What follows belongs to an exercise in optimizing a design on an open flow for small area, a short achievable clock period and few clock cycles per item; a production flow would make more cautious choices. At most, simulation tests tie the RTL to the original design; equivalence was not proved.

==> inputs of build 81 <==
==> flow/design.v <==
module fft8_stream #(
    parameter int WIDTH    = 16,
    parameter int TW_WIDTH = 16,
    parameter int TAG_W    = 4
) (
    input  logic                    clk,
    input  logic                    rst,
    input  logic                    in_valid,
    output logic                    in_ready,
    input  logic [8*WIDTH-1:0]      in_re,
    input  logic [8*WIDTH-1:0]      in_im,
    input  logic                    in_inv,
    input  logic                    in_scale,
    input  logic [TAG_W-1:0]        in_tag,
    output logic                    out_valid,
    input  logic                    out_ready,
    output logic [8*WIDTH-1:0]      out_re,
    output logic [8*WIDTH-1:0]      out_im,
    output logic [TAG_W-1:0]        out_tag,
    output logic                    out_ovf
);
    function automatic logic [16:0] bfly(input logic signed [15:0] p, input logic signed [15:0] q,
                                         input logic sub, input logic sw, input logic sc);
        logic signed [17:0] a, b, s, t;
        a = sw ? q : p;
        b = sw ? p : q;
        s = sub ? (a - b + 18'(sc)) : (a + b + 18'(sc));
        t = sc ? (s >>> 1) : s;
        if (t[17:15] != 3'b000 && t[17:15] != 3'b111) bfly = {1'b1, t[17] ? 16'h8000 : 16'h7fff};
        else bfly = {1'b0, t[15:0]};
    endfunction
    function automatic logic [16:0] cmul(input logic signed [17:0] s, input logic sc);
        logic signed [20:0] s5;
        logic signed [32:0] p;
        logic signed [17:0] v;
        s5 = 21'(s) + (21'(s) <<< 2);
        p = (33'(s5) <<< 11) + (33'(s5) <<< 8) + (33'(s) <<< 6) + 33'(s)
            + (sc ? 33'sd24576 : 33'sd8192);
        v = sc ? p[32:15] : p[31:14];
        if (v[17:15] != 3'b000 && v[17:15] != 3'b111) cmul = {1'b1, v[17] ? 16'h8000 : 16'h7fff};
        else cmul = {1'b0, v[15:0]};
    endfunction
    logic signed [15:0] x_re [0:7];
    logic signed [15:0] x_im [0:7];
    logic signed [15:0] y_re [0:7];
    logic signed [15:0] y_im [0:7];
    for (genvar k = 0; k < 8; k++) begin : g_io
        assign x_re[k] = in_re[16*k +: 16];
        assign x_im[k] = in_im[16*k +: 16];
        assign out_re[16*k +: 16] = y_re[k];
        assign out_im[16*k +: 16] = y_im[k];
    end
    logic en;
    logic a_v, b_v;
    assign en        = !b_v || out_ready;
    assign in_ready  = en;
    assign out_valid = b_v;
    logic signed [15:0] na_re [0:7];
    logic signed [15:0] na_im [0:7];
    logic signed [17:0] na_sr [0:1];
    logic signed [17:0] na_si [0:1];
    logic [11:0] ov1;
    for (genvar n = 0; n < 4; n++) begin : g_s1
        logic [16:0] q0, q1;
        assign q0 = bfly(x_re[n], x_re[n+4], 1'b0, 1'b0, in_scale);
        assign q1 = bfly(x_im[n], x_im[n+4], 1'b0, 1'b0, in_scale);
        assign na_re[n] = q0[15:0];
        assign na_im[n] = q1[15:0];
        if (n == 0 || n == 2) begin : g_w02
            logic [16:0] q2, q3;
            if (n == 0) begin : g_w0
                assign q2 = bfly(x_re[n], x_re[n+4], 1'b1, 1'b0, in_scale);
                assign q3 = bfly(x_im[n], x_im[n+4], 1'b1, 1'b0, in_scale);
            end else begin : g_w2
                assign q2 = bfly(x_im[n], x_im[n+4], 1'b1, in_inv, in_scale);
                assign q3 = bfly(x_re[n], x_re[n+4], 1'b1, !in_inv, in_scale);
            end
            assign na_re[n+4] = q2[15:0];
            assign na_im[n+4] = q3[15:0];
            assign ov1[3*n +: 3] = {q0[16], q1[16], q2[16] | q3[16]};
        end else begin : g_wm
            logic signed [16:0] dr, di;
            assign dr = 17'(x_re[n]) - 17'(x_re[n+4]);
            assign di = 17'(x_im[n]) - 17'(x_im[n+4]);
            if (n == 1) begin : g_n1
                assign na_sr[0] = in_inv ? 18'(dr) - 18'(di) : 18'(dr) + 18'(di);
                assign na_si[0] = in_inv ? 18'(dr) + 18'(di) : 18'(di) - 18'(dr);
            end else begin : g_n3
                assign na_sr[1] = in_inv ? -(18'(dr)) - 18'(di) : 18'(di) - 18'(dr);
                assign na_si[1] = in_inv ? 18'(dr) - 18'(di) : -(18'(dr)) - 18'(di);
            end
            assign na_re[n+4] = 16'sd0;
            assign na_im[n+4] = 16'sd0;
            assign ov1[3*n +: 3] = {q0[16], q1[16], 1'b0};
        end
    end
    logic signed [15:0] a_re [0:7];
    logic signed [15:0] a_im [0:7];
    logic signed [17:0] a_sr [0:1];
    logic signed [17:0] a_si [0:1];
    logic a_inv, a_sc, a_ovf;
    logic [TAG_W-1:0] a_tag;
    logic signed [15:0] u_re [0:7];
    logic signed [15:0] u_im [0:7];
    logic [1:0] ovm;
    for (genvar k = 0; k < 8; k++) begin : g_u
        if (k == 5 || k == 7) begin : g_m
            logic [16:0] q2, q3;
            assign q2 = cmul(a_sr[k/6], a_sc);
            assign q3 = cmul(a_si[k/6], a_sc);
            assign u_re[k] = q2[15:0];
            assign u_im[k] = q3[15:0];
            assign ovm[k/6] = q2[16] | q3[16];
        end else begin : g_p
            assign u_re[k] = a_re[k];
            assign u_im[k] = a_im[k];
        end
    end
    logic signed [15:0] nb_re [0:7];
    logic signed [15:0] nb_im [0:7];
    logic [15:0] ov2;
    for (genvar h = 0; h < 2; h++) begin : g_s2h
        for (genvar m = 0; m < 2; m++) begin : g_s2
            localparam int A = 4 * h + m;
            localparam int B = A + 2;
            logic [16:0] q0, q1, q2, q3;
            assign q0 = bfly(u_re[A], u_re[B], 1'b0, 1'b0, a_sc);
            assign q1 = bfly(u_im[A], u_im[B], 1'b0, 1'b0, a_sc);
            if (m == 0) begin : g_w0
                assign q2 = bfly(u_re[A], u_re[B], 1'b1, 1'b0, a_sc);
                assign q3 = bfly(u_im[A], u_im[B], 1'b1, 1'b0, a_sc);
            end else begin : g_wj
                assign q2 = bfly(u_im[A], u_im[B], 1'b1, a_inv, a_sc);
                assign q3 = bfly(u_re[A], u_re[B], 1'b1, !a_inv, a_sc);
            end
            assign nb_re[A] = q0[15:0];
            assign nb_im[A] = q1[15:0];
            assign nb_re[B] = q2[15:0];
            assign nb_im[B] = q3[15:0];
            assign ov2[4*(2*h+m) +: 4] = {q0[16], q1[16], q2[16], q3[16]};
        end
    end
    logic signed [15:0] b_re [0:7];
    logic signed [15:0] b_im [0:7];
    logic b_sc, b_ovf;
    logic [TAG_W-1:0] b_tag;
    logic [15:0] ov3;
    for (genvar i = 0; i < 4; i++) begin : g_s3
        localparam int RA = ((2*i) & 1) << 2 | ((2*i) & 2) | (((2*i) >> 2) & 1);
        localparam int RB = ((2*i+1) & 1) << 2 | ((2*i+1) & 2) | (((2*i+1) >> 2) & 1);
        logic [16:0] q0, q1, q2, q3;
        assign q0 = bfly(b_re[2*i], b_re[2*i+1], 1'b0, 1'b0, b_sc);
        assign q1 = bfly(b_im[2*i], b_im[2*i+1], 1'b0, 1'b0, b_sc);
        assign q2 = bfly(b_re[2*i], b_re[2*i+1], 1'b1, 1'b0, b_sc);
        assign q3 = bfly(b_im[2*i], b_im[2*i+1], 1'b1, 1'b0, b_sc);
        assign y_re[RA] = q0[15:0];
        assign y_im[RA] = q1[15:0];
        assign y_re[RB] = q2[15:0];
        assign y_im[RB] = q3[15:0];
        assign ov3[4*i +: 4] = {q0[16], q1[16], q2[16], q3[16]};
    end
    assign out_tag = b_tag;
    assign out_ovf = b_ovf || (|ov3);
    always_ff @(posedge clk or posedge rst) begin
        if (rst) begin
            a_v <= 1'b0;
            b_v <= 1'b0;
        end else if (en) begin
            a_v <= in_valid;
            b_v <= a_v;
        end
    end
    always_ff @(posedge clk) begin
        if (en) begin
            a_inv <= in_inv;
            a_sc  <= in_scale;
            a_tag <= in_tag;
            a_ovf <= |ov1;
            for (int k = 0; k < 8; k++) begin
                if (k != 5 && k != 7) begin
                    a_re[k] <= na_re[k];
                    a_im[k] <= na_im[k];
                end
            end
            for (int j = 0; j < 2; j++) begin
                a_sr[j] <= na_sr[j];
                a_si[j] <= na_si[j];
            end
            b_sc  <= a_sc;
            b_tag <= a_tag;
            b_ovf <= a_ovf || (|ovm) || (|ov2);
            for (int k = 0; k < 8; k++) begin
                b_re[k] <= nb_re[k];
                b_im[k] <= nb_im[k];
            end
        end
    end
endmodule
==> flow/run.sh <==
#!/bin/bash
# synth_recipe.tcl (not shown) runs the flow's synth.tcl, then flattens the netlist and writes it again
# the make line also repeats each setting of config.mk as NAME=value (left out here)
make -C /OpenROAD-flow-scripts/flow DESIGN_CONFIG=/design/flow/config.mk WORK_HOME=/design/flow/orfs CLKGATE_MAP_FILE= SYNTH_SCRIPT=/design/flow/synth_recipe.tcl finish
==> flow/config.mk <==
export PLATFORM = sky130hd
export DESIGN_NAME = fft8_stream
export DESIGN_NICKNAME = fft8_stream
export VERILOG_FILES = /design/flow/design.v
export SDC_FILE = /design/flow/constraint.sdc
export NUM_CORES = 4
export LEC_CHECK = 0
export CAP_MARGIN = 20
export CORE_MARGIN = 2
export CORE_UTILIZATION = 40
export SLEW_MARGIN = 20
==> flow/constraint.sdc <==
create_clock -name core_clock -period 18.0 [get_ports {clk}]
set_input_delay 3.6000 -clock core_clock [delete_from_list [all_inputs] [get_ports {clk}]]
set_output_delay 3.6000 -clock core_clock [all_outputs]
set_load 0.01 [all_outputs]
==> inputs of build 93, as changes to build 81 <==
--- a/flow/design.v
+++ b/flow/design.v
@@ -30,12 +30,10 @@
         else bfly = {1'b0, t[15:0]};
     endfunction
     function automatic logic [16:0] cmul(input logic signed [17:0] s, input logic sc);
-        logic signed [20:0] s5;
         logic signed [32:0] p;
         logic signed [17:0] v;
-        s5 = 21'(s) + (21'(s) <<< 2);
-        p = (33'(s5) <<< 11) + (33'(s5) <<< 8) + (33'(s) <<< 6) + 33'(s)
-            + (sc ? 33'sd24576 : 33'sd8192);
+        p = (33'(s) <<< 13) + (33'(s) <<< 11) + (33'(s) <<< 10) + (33'(s) <<< 8)
+            + (33'(s) <<< 6) + 33'(s) + (sc ? 33'sd24576 : 33'sd8192);
         v = sc ? p[32:15] : p[31:14];
         if (v[17:15] != 3'b000 && v[17:15] != 3'b111) cmul = {1'b1, v[17] ? 16'h8000 : 16'h7fff};
         else cmul = {1'b0, v[15:0]};
ABC_AREA = 1   (was unset)
CORE_UTILIZATION = 55   (was 40)
PLACE_DENSITY = 0.7   (was unset)
==> notes.md <==
Result of the run: build 81 complete, no violations; build 93 complete, no violations
Peak fanout along the critical path: build 81 15; build 93 90
Setup crit end: build 81 b_re[7][1]; build 93 out_ovf
Total number of vias: build 81 79,700; build 93 95,700
Clock latency (worst-skew pair): build 81 740 ps; build 93 710 ps
Critical path buffer and inverter count: build 81 1; build 93 6
Global routing usage on met1: build 81 0.393; build 93 0.522
Met2 capacity usage during global routing: build 81 0.385; build 93 0.525
Category of the most critical setup path: build 81 flip-flop to flip-flop; build 93 flip-flop to output pin
Type of destination of the critical path: build 81 flip-flop; build 93 output pin
Area taken by multi-input logic gates: build 81 66,900 sq um; build 93 69,400 sq um
Die Ht: build 81 474 um; build 93 420 um
Pin count of the biggest net entering global routing: build 81 122; build 93 189
Total global-route track usage: build 81 0.255; build 93 0.354
Hold slack: build 81 422 ps; build 93 417 ps
Placed wire-length estimate: build 81 259 mm; build 93 281 mm
Average wire length per cell after detail routing: build 81 20.8 um; build 93 19.2 um
GR met3 Demand/Resource: build 81 0.0284; build 93 0.0594
Testbench counts of build 93, summed over its fixed seeds: cycles 9,616, frames 9,600.
No functional check of the RTL was part of build 81.

[what the ideal ports hide]
The results above use ideal ports. As a check the final layouts listed here were re-extracted and re-timed, cells and wires unchanged.
Step 1, drivers: a clkbuf_16 drives clk and a buf_2 each remaining input, both assumed.
Step 2 times the ports against the registers' clock, not the clock port: input delays grow and output delays shrink by t, the midpoint of the rising clock arrivals with the driver on.
Three values: ideal ports, drivers, drivers and shift; two values: the first two.
run | t (ns) | setup WS [ns] | worst register clock-pin slew, ns
build 81 | 0.782 | 5.393 / 5.393 / 5.393 | 0.08 / 0.08
build 93 | 0.767 | 8.000 / 7.913 / 8.561 | 0.08 / 0.08
After both steps setup and hold are still met in every run listed.
